From an optimization exercise on the open Yosys and OpenROAD flow, aimed at small area; shortcuts taken in it are not production practice.
In this exercise RTL edits were held to simulation tests only and were not proved equivalent to the original.
Power figures rest on the tool's default switching activity, not on a simulated workload.

==> inputs of run a <==
Design sobol_sequence_generator_top, start of the top module:
module sobol_sequence_generator_top #(
  parameter int NUM_DIMS = 8
) (
  input  logic                                 clk,
  input  logic                                 rst_n,
  input  logic                                 in_valid,
  output logic                                 in_stall,
  input  logic                                 in_restart,
  output logic                                 out_valid,
  input  logic                                 out_stall,
  output logic [31:0]                          out_point_index,
  output logic                                 out_last_point,
  output logic [31:0]                          out_coord_0,
  output logic [31:0]                          out_coord_1,
  output logic [31:0]                          out_coord_2,
  output logic [31:0]                          out_coord_3,
  output logic [31:0]                          out_coord_4,
  output logic [31:0]                          out_coord_5,
  output logic [31:0]                          out_coord_6,
  output logic [31:0]                          out_coord_7,
  input  logic                                 psel,
  input  logic                                 penable,
  input  logic                                 pwrite,
  ...
export LEC_CHECK = 0
export CAP_MARGIN = 20
export CORE_MARGIN = 2
export CORE_UTILIZATION = 65
export CTS_BUF_LIST = sky130_fd_sc_hd__clkbuf_8
export PLACE_DENSITY = 0.8
export SLEW_MARGIN = 20
create_clock -name core_clock -period 7.0 [get_ports {clk}]
standard.sh (not shown) runs the stock make flow with config.mk's settings and CLKGATE_MAP_FILE= SYNTH_SCRIPT=/design/flow/synth_recipe.tcl, a recipe that flattens the netlist after the stock synthesis.
==> flow/flow/run.sh <==
#!/bin/bash
# The standard layout (standard.sh: ORFS with the standard flow's config), with these changes:
# - the port buffers buffer_ports inserts are the smallest buffer, buf_1,
#   instead of the tool's default pick; every port still gets its buffer;
# - after synthesis, flow/downsize.tcl swaps each upsized combinational cell
#   for its family's smallest size (same function); the flow's own repair
#   steps then resize or buffer what slew, capacitance and timing need;
# - during placement (flow/smallbuf.tcl) repair buffers only with buf_1/buf_2
#   (or clkbuf_1/clkbuf_2), not larger buffers or delay cells;
# - clock tree synthesis without dummy loads.
# Registers are untouched: the netlist keeps the standard synthesis's flops.
set -euo pipefail
bash standard.sh 'BUFFER_PORTS_ARGS=-buffer_cell sky130_fd_sc_hd__buf_1' \
  "POST_SYNTH_TCL=$(pwd)/flow/downsize.tcl" \
  "PRE_GLOBAL_PLACE_TCL=$(pwd)/flow/smallbuf.tcl" \
  "PRE_RESIZE_TCL=$(pwd)/flow/smallbuf.tcl" \
  'CTS_ARGS=-sink_clustering_enable -repair_clock_nets -buf_list sky130_fd_sc_hd__clkbuf_8 -dont_use_dummy_load' \
  finish > orfs_make.log 2>&1
Other scripts of this flow, unchanged in this note and not shown: flow/flow/downsize.tcl, flow/flow/smallbuf.tcl
==> run b (differences from run a) <==
--- a/flow/flow/run.sh
+++ b/flow/flow/run.sh
@@ -16,3 +16,3 @@
   "PRE_RESIZE_TCL=$(pwd)/flow/smallbuf.tcl" \
-  'CTS_ARGS=-sink_clustering_enable -repair_clock_nets -buf_list sky130_fd_sc_hd__clkbuf_8 -dont_use_dummy_load' \
+  'CTS_ARGS=-sink_clustering_enable -repair_clock_nets -buf_list sky130_fd_sc_hd__clkbuf_8 -sink_clustering_size 30 -sink_clustering_max_diameter 250 -dont_use_dummy_load' \
   finish > orfs_make.log 2>&1
==> summary.txt <==
|  | run b | run a |
|---|---|---|
| Status | finished clean | finished clean |
| Number of I/O port buffers | 364 | 364 |
| M1 GR Usage | 0.538 | 0.538 |
| Transition time at the pin with the least slew margin | 1200 ps | 1200 ps |
| Pins over their slew limit | 0 | 0 |
| Congestion Overflow GR | 0 | 0 |
| Core Area | 16600 µm² | 16600 µm² |
| Non-filler cells in the finished layout | 1944 | 1944 |
| Instance area after placement | 12600 µm² | 12600 µm² |
| Uppermost layer routed | met5 | met5 |
| FP Rows | 47 | 47 |
| Routed vias/inst | 6.02 | 6.02 |
| LEAKAGE | 5.07 nW | 5.07 nW |
| Antenna Violating Nets Remaining | 0 | 0 |
| Most repeated library cell on the critical path | sky130_fd_sc_hd__xnor2_1 | sky130_fd_sc_hd__xnor2_1 |
| Wirelength, routed | 42.4 mm | 42.4 mm |
| Required time of the critical path | 5600 ps | 5600 ps |
| Sequential fraction of total cell area | 0.141 | 0.141 |
| Final Total Pwr | 4.58 mW | 4.58 mW |
| Non-clock buffering overhead | 0.122 | 0.122 |
| Global Route Usage Sum | 0.446 | 0.446 |
| Last element of the critical path | out_coord_6[31] | out_coord_6[31] |
| Count of cells resized by post-cts repair | 0 | 0 |
| Sort of element at the start of the critical path | register | register |
| Fraction of final layout cells sized beyond drive strength 1 | 0.0215 | 0.0215 |
| Leading cell type in the layout, fill and taps excluded | sky130_fd_sc_hd__buf_1 | sky130_fd_sc_hd__buf_1 |


==> wip/umber: inputs <==
Another version of the RTL of sobol_sequence_generator_top (not shown whole).
==> module sobol_sequence_generator_top, before the edit <==
module sobol_sequence_generator_top #(
  parameter int NUM_DIMS = 8
) (
  input  logic                                 clk,
  input  logic                                 rst_n,
  input  logic                                 in_valid,
  output logic                                 in_stall,
  input  logic                                 in_restart,
  output logic                                 out_valid,
  input  logic                                 out_stall,
  output logic [31:0]                          out_point_index,
  output logic                                 out_last_point,
  output logic [31:0]                          out_coord_0,
  output logic [31:0]                          out_coord_1,
  output logic [31:0]                          out_coord_2,
  output logic [31:0]                          out_coord_3,
  output logic [31:0]                          out_coord_4,
  output logic [31:0]                          out_coord_5,
  output logic [31:0]                          out_coord_6,
  output logic [31:0]                          out_coord_7,
  input  logic                                 psel,
  input  logic                                 penable,
  input  logic                                 pwrite,
  input  logic [sobol_gen_pkg::CFG_ADDR_W-1:0] paddr,
  input  logic [sobol_gen_pkg::CFG_DATA_W-1:0] pwdata,
  output logic [sobol_gen_pkg::CFG_DATA_W-1:0] prdata,
  output logic                                 pready
);
  logic        in_valid_r, out_valid_r, restart_r, lst, seek_p;
  logic [31:0] nidx;
  logic [31:0] xn [8];
  logic [3:0]  dims;
  logic [31:0] run_len;
  logic        load, in_take, clr, stepload, keep, last, wr_en, seek_we;
  logic [32:0] zb;       
  logic [31:0] dec, gray, lsb, u;
  logic [32:0] n1;
  logic [255:0] w;
  assign pready  = 1'b1;
  assign wr_en   = psel & penable & pwrite;
  assign seek_we = wr_en & (paddr[3:2] == sobol_gen_pkg::REG_SEEK);
  sobol_gen_cfg u_cfg (
    .clk        (clk),
    .rst_n      (rst_n),
    .wr_en      (wr_en),
    .reg_sel    (paddr[3:2]),
    .pwdata     (pwdata),
    .next_index (lst ? 32'd0 : nidx),
    .prdata     (prdata),
    .dims       (dims),
    .run_len    (run_len)
  );
  assign load     = in_valid_r & (~out_valid_r | ~out_stall);
  assign in_stall = in_valid_r & ~load;
  assign in_take  = in_valid & ~in_stall;
  assign clr      = restart_r | lst;
  assign stepload = load & ~clr;
  assign keep     = ~(seek_p | (load & clr));
  always_comb begin
    zb[0] = 1'b1;
    for (int i = 0; i < 32; i++) zb[i+1] = zb[i] & ~nidx[i];
  end
  assign dec  = nidx ^ zb[31:0];
  assign lsb  = nidx & zb[31:0];
  assign gray = dec ^ {1'b0, dec[31:1]};
  assign u    = seek_p ? gray : (stepload ? lsb : 32'd0);
  sobol_gen_core u_core (
    .u (u),
    .w (w)
  );
  assign n1   = clr ? 33'd1 : {1'b0, nidx} + 33'd1;
  assign last = n1 >= {1'b0, run_len};
  always_ff @(posedge clk) begin
    if (!rst_n) begin
      in_valid_r  <= 1'b0;
      out_valid_r <= 1'b0;
      lst         <= 1'b1;
      seek_p      <= 1'b0;
    end else begin
      in_valid_r  <= in_take | (in_valid_r & ~load);
      out_valid_r <= load | (out_valid_r & out_stall);
      seek_p      <= seek_we;
      if (seek_we)     lst <= 1'b0;
      else if (seek_p) lst <= zb[32];
      else if (load)   lst <= last;
    end
  end
  always_ff @(posedge clk) begin
    if (in_take) restart_r <= in_restart;
    if (seek_we)   nidx <= pwdata;
    else if (load) nidx <= n1[31:0];
  end
  for (genvar d = 0; d < 8; d++) begin : g_dim
    always_ff @(posedge clk) begin
      xn[d] <= ~((~xn[d] & {32{keep}}) ^ w[32*d +: 32]);
    end
  end
  assign out_valid       = out_valid_r;
  assign out_point_index = dec;
  assign out_last_point  = lst;
  assign out_coord_0     = (dims > 4'd0) ? ~xn[0] : 32'd0;
  assign out_coord_1     = (dims > 4'd1) ? ~xn[1] : 32'd0;
  assign out_coord_2     = (dims > 4'd2) ? ~xn[2] : 32'd0;
  assign out_coord_3     = (dims > 4'd3) ? ~xn[3] : 32'd0;
  assign out_coord_4     = (dims > 4'd4) ? ~xn[4] : 32'd0;
  assign out_coord_5     = (dims > 4'd5) ? ~xn[5] : 32'd0;
  assign out_coord_6     = (dims > 4'd6) ? ~xn[6] : 32'd0;
  assign out_coord_7     = (dims > 4'd7) ? ~xn[7] : 32'd0;
endmodule
==> flow/config.mk <==
export PLATFORM = sky130hd
export DESIGN_NAME = sobol_sequence_generator_top
export DESIGN_NICKNAME = sobol_sequence_generator_top
export VERILOG_FILES = /design/flow/design.v
export SDC_FILE = /design/flow/constraint.sdc
export NUM_CORES = 4
export LEC_CHECK = 0
export CAP_MARGIN = 20
export CORE_MARGIN = 2
export CORE_UTILIZATION = 40
export PLACE_DENSITY = 0.6
export SLEW_MARGIN = 20
==> flow/constraint.sdc <==
create_clock -name core_clock -period 7.0 [get_ports {clk}]
set_input_delay 1.4000 -clock core_clock [delete_from_list [all_inputs] [get_ports {clk}]]
set_output_delay 1.4000 -clock core_clock [all_outputs]
set_load 0.01 [all_outputs]
run.sh (not shown) runs the stock make flow with config.mk's settings and CLKGATE_MAP_FILE= SYNTH_SCRIPT=/design/flow/synth_recipe.tcl, a recipe that flattens the netlist after the stock synthesis.
Stock flow here: none of the scripts above is used.
==> wip/lagoon (differences from wip/umber) <==
--- a/flow/design.v
+++ b/flow/design.v
@@ -1486,15 +1486,15 @@
   output logic [sobol_gen_pkg::CFG_DATA_W-1:0] prdata,
   output logic                                 pready
 );
-  logic        in_valid_r, out_valid_r, restart_r, lst, seek_p;
-  logic [31:0] nidx;
-  logic [31:0] xn [8];
+  logic        in_valid_r, out_valid_r, restart_r, lst, sk;
+  logic [31:0] idx;
   logic [3:0]  dims;
   logic [31:0] run_len;
-  logic        load, in_take, clr, stepload, keep, last, wr_en, seek_we;
-  logic [32:0] zb;       
-  logic [31:0] dec, gray, lsb, u;
-  logic [32:0] n1;
+  logic        load, in_take, clr, last, wr_en, seek_we, cin;
+  logic [32:0] cy;       
+  logic [31:0] nxt;      
+  logic [31:0] n_new;    
+  logic [31:0] gray;
   logic [255:0] w;
   assign pready  = 1'b1;
   assign wr_en   = psel & penable & pwrite;
@@ -1505,7 +1505,7 @@
     .wr_en      (wr_en),
     .reg_sel    (paddr[3:2]),
     .pwdata     (pwdata),
-    .next_index (lst ? 32'd0 : nidx),
+    .next_index (lst ? 32'd0 : nxt),
     .prdata     (prdata),
     .dims       (dims),
     .run_len    (run_len)
@@ -1514,56 +1514,54 @@
   assign in_stall = in_valid_r & ~load;
   assign in_take  = in_valid & ~in_stall;
   assign clr      = restart_r | lst;
-  assign stepload = load & ~clr;
-  assign keep     = ~(seek_p | (load & clr));
-  always_comb begin
-    zb[0] = 1'b1;
-    for (int i = 0; i < 32; i++) zb[i+1] = zb[i] & ~nidx[i];
+  assign cin      = ~sk;
+  for (genvar i = 0; i <= 32; i++) begin : g_cy
+    if (i == 0) begin : g_lo
+      assign cy[i] = cin;
+    end else begin : g_hi
+      assign cy[i] = cin & (&idx[i-1:0]);
+    end
   end
-  assign dec  = nidx ^ zb[31:0];
-  assign lsb  = nidx & zb[31:0];
-  assign gray = dec ^ {1'b0, dec[31:1]};
-  assign u    = seek_p ? gray : (stepload ? lsb : 32'd0);
-  sobol_gen_core u_core (
-    .u (u),
-    .w (w)
-  );
-  assign n1   = clr ? 33'd1 : {1'b0, nidx} + 33'd1;
-  assign last = n1 >= {1'b0, run_len};
+  assign nxt   = idx ^ cy[31:0];
+  assign n_new = clr ? 32'd0 : nxt;
+  assign last  = ({1'b0, n_new} + 33'd1) >= {1'b0, run_len};
   always_ff @(posedge clk) begin
     if (!rst_n) begin
       in_valid_r  <= 1'b0;
       out_valid_r <= 1'b0;
       lst         <= 1'b1;
-      seek_p      <= 1'b0;
+      sk          <= 1'b0;
     end else begin
       in_valid_r  <= in_take | (in_valid_r & ~load);
       out_valid_r <= load | (out_valid_r & out_stall);
-      seek_p      <= seek_we;
-      if (seek_we)     lst <= 1'b0;
-      else if (seek_p) lst <= zb[32];
-      else if (load)   lst <= last;
+      if (seek_we) begin
+        lst <= 1'b0;
+        sk  <= 1'b1;
+      end else if (load) begin
+        lst <= last;
+        sk  <= 1'b0;
+      end
     end
   end
   always_ff @(posedge clk) begin
     if (in_take) restart_r <= in_restart;
-    if (seek_we)   nidx <= pwdata;
-    else if (load) nidx <= n1[31:0];
-  end
-  for (genvar d = 0; d < 8; d++) begin : g_dim
-    always_ff @(posedge clk) begin
-      xn[d] <= ~((~xn[d] & {32{keep}}) ^ w[32*d +: 32]);
-    end
+    if (seek_we)   idx <= pwdata;
+    else if (load) idx <= n_new;
   end
+  assign gray = idx ^ {1'b0, idx[31:1]};
+  sobol_gen_core u_core (
+    .u (gray),
+    .w (w)
+  );
   assign out_valid       = out_valid_r;
-  assign out_point_index = dec;
+  assign out_point_index = idx;
   assign out_last_point  = lst;
-  assign out_coord_0     = (dims > 4'd0) ? ~xn[0] : 32'd0;
-  assign out_coord_1     = (dims > 4'd1) ? ~xn[1] : 32'd0;
-  assign out_coord_2     = (dims > 4'd2) ? ~xn[2] : 32'd0;
-  assign out_coord_3     = (dims > 4'd3) ? ~xn[3] : 32'd0;
-  assign out_coord_4     = (dims > 4'd4) ? ~xn[4] : 32'd0;
-  assign out_coord_5     = (dims > 4'd5) ? ~xn[5] : 32'd0;
-  assign out_coord_6     = (dims > 4'd6) ? ~xn[6] : 32'd0;
-  assign out_coord_7     = (dims > 4'd7) ? ~xn[7] : 32'd0;
+  assign out_coord_0     = (dims > 4'd0) ? w[0*32 +: 32] : 32'd0;
+  assign out_coord_1     = (dims > 4'd1) ? w[1*32 +: 32] : 32'd0;
+  assign out_coord_2     = (dims > 4'd2) ? w[2*32 +: 32] : 32'd0;
+  assign out_coord_3     = (dims > 4'd3) ? w[3*32 +: 32] : 32'd0;
+  assign out_coord_4     = (dims > 4'd4) ? w[4*32 +: 32] : 32'd0;
+  assign out_coord_5     = (dims > 4'd5) ? w[5*32 +: 32] : 32'd0;
+  assign out_coord_6     = (dims > 4'd6) ? w[6*32 +: 32] : 32'd0;
+  assign out_coord_7     = (dims > 4'd7) ? w[7*32 +: 32] : 32'd0;
 endmodule
==> flow/flow/run.sh (new file) <==
#!/bin/bash
# The standard layout (standard.sh: ORFS with the standard flow's config), except that
# the port buffers buffer_ports inserts are the smallest buffer, buf_1,
# instead of the tool's default pick. Every port still gets its buffer.
set -euo pipefail
bash standard.sh 'BUFFER_PORTS_ARGS=-buffer_cell sky130_fd_sc_hd__buf_1' finish > orfs_make.log 2>&1
==> flow/standard.sh (new file) <==
#!/bin/bash
# synth_recipe.tcl (not shown) runs the flow's synth.tcl, then flattens the netlist and writes it again
# the make line also repeats each setting of config.mk as NAME=value (left out here)
make -C /OpenROAD-flow-scripts/flow DESIGN_CONFIG=/design/flow/config.mk WORK_HOME=/design/flow/orfs CLKGATE_MAP_FILE= SYNTH_SCRIPT=/design/flow/synth_recipe.tcl "${@:-finish}"
removed: flow/run.sh
==> summary.txt <==
metric                                                                        wip/lagoon              wip/umber
Number of buffers between clock root and the deepest sink                              2                      3
Clock latency reported for the late side of the worst-skew pair                  0.34 ns                0.57 ns
Fraction of layout instances using a drive strength above 1                       6.303%                 16.73%
Met1 Track Usage GR                                                               40.01%                 38.55%
Layout buffer count excluding clock buffers                                          415                    637
Most numerous cell on the critical path                          sky130_fd_sc_hd__xor2_4  sky130_fd_sc_hd__ha_4
Cell area after technology mapping                                             12930 um2              21460 um2
Multi-input gate area in the final layout                                      10570 um2              15020 um2
Tap cell instance count                                                              402                    688
Floorplan core area                                                            31720 um2              52760 um2
Number of inserted filler cells in the final layout                                 3317                   4688
Logic depth of the worst path, buffers included                                        9                     32
Result of the run                                                complete, no violations        failed layout checks
Reasons for failing layout checks                                                      -   negative setup slack
R2R Path End                                                                         lst              xn[6][29]
Hold Path Origin                                                        u_cfg.run_len[0]             in_valid_r
Achievable Freq                                                                178.3 MHz              133.8 MHz
Post-Syn Instances                                                                  1688                   2443
Share of cell area taken by flip-flops and latches                                11.89%                 22.74%
Count of non-filler cells in the finished layout                                    2401                   3706
Placed wire-length estimate                                                     42870 um               60610 um
Origin of the critical flop-to-flop path                                         idx[10]                nidx[1]
Average footprint of a synthesized cell                                        7.659 um2              8.783 um2
Die Footprint                                                                  33780 um2              55510 um2
Final wirelength                                                                55930 um               83320 um
Post-synthesis to final-layout area growth                                        16.57%                 41.77%

==> re-timing with driven ports <==
How much do the figures lean on ideal ports? The routed layouts below were timed once more, with nothing changed but the port constraints.
Step 1 (the two cells are an assumption about what drives the block):
set clk [get_ports {clk}]
set_driving_cell -lib_cell sky130_fd_sc_hd__clkbuf_16 $clk
set_driving_cell -lib_cell sky130_fd_sc_hd__buf_2 [delete_from_list [all_inputs] $clk]
Step 2 moves the port delays by t, midway between the first and last clock arrival at a register: inputs arrive t later, outputs are due t later. That takes back most of the time a late clock gives input paths.
Slacks: ideal / step 1 / step 2; pairs: ideal / step 1.
| run | t, ns | setup WS [ns] | worst setup path after step 2 |
|---|---|---|---|
| run a | 0.380 | 1.233 / 1.197 / 1.576 | register to output |
| run b | 0.380 | 1.233 / 1.197 / 1.576 | register to output |
| wip/umber | 0.619 | -0.473 / -0.532 / -0.218 | register to register |
| wip/lagoon | 0.371 | 1.392 / 1.353 / 1.724 | register to output |
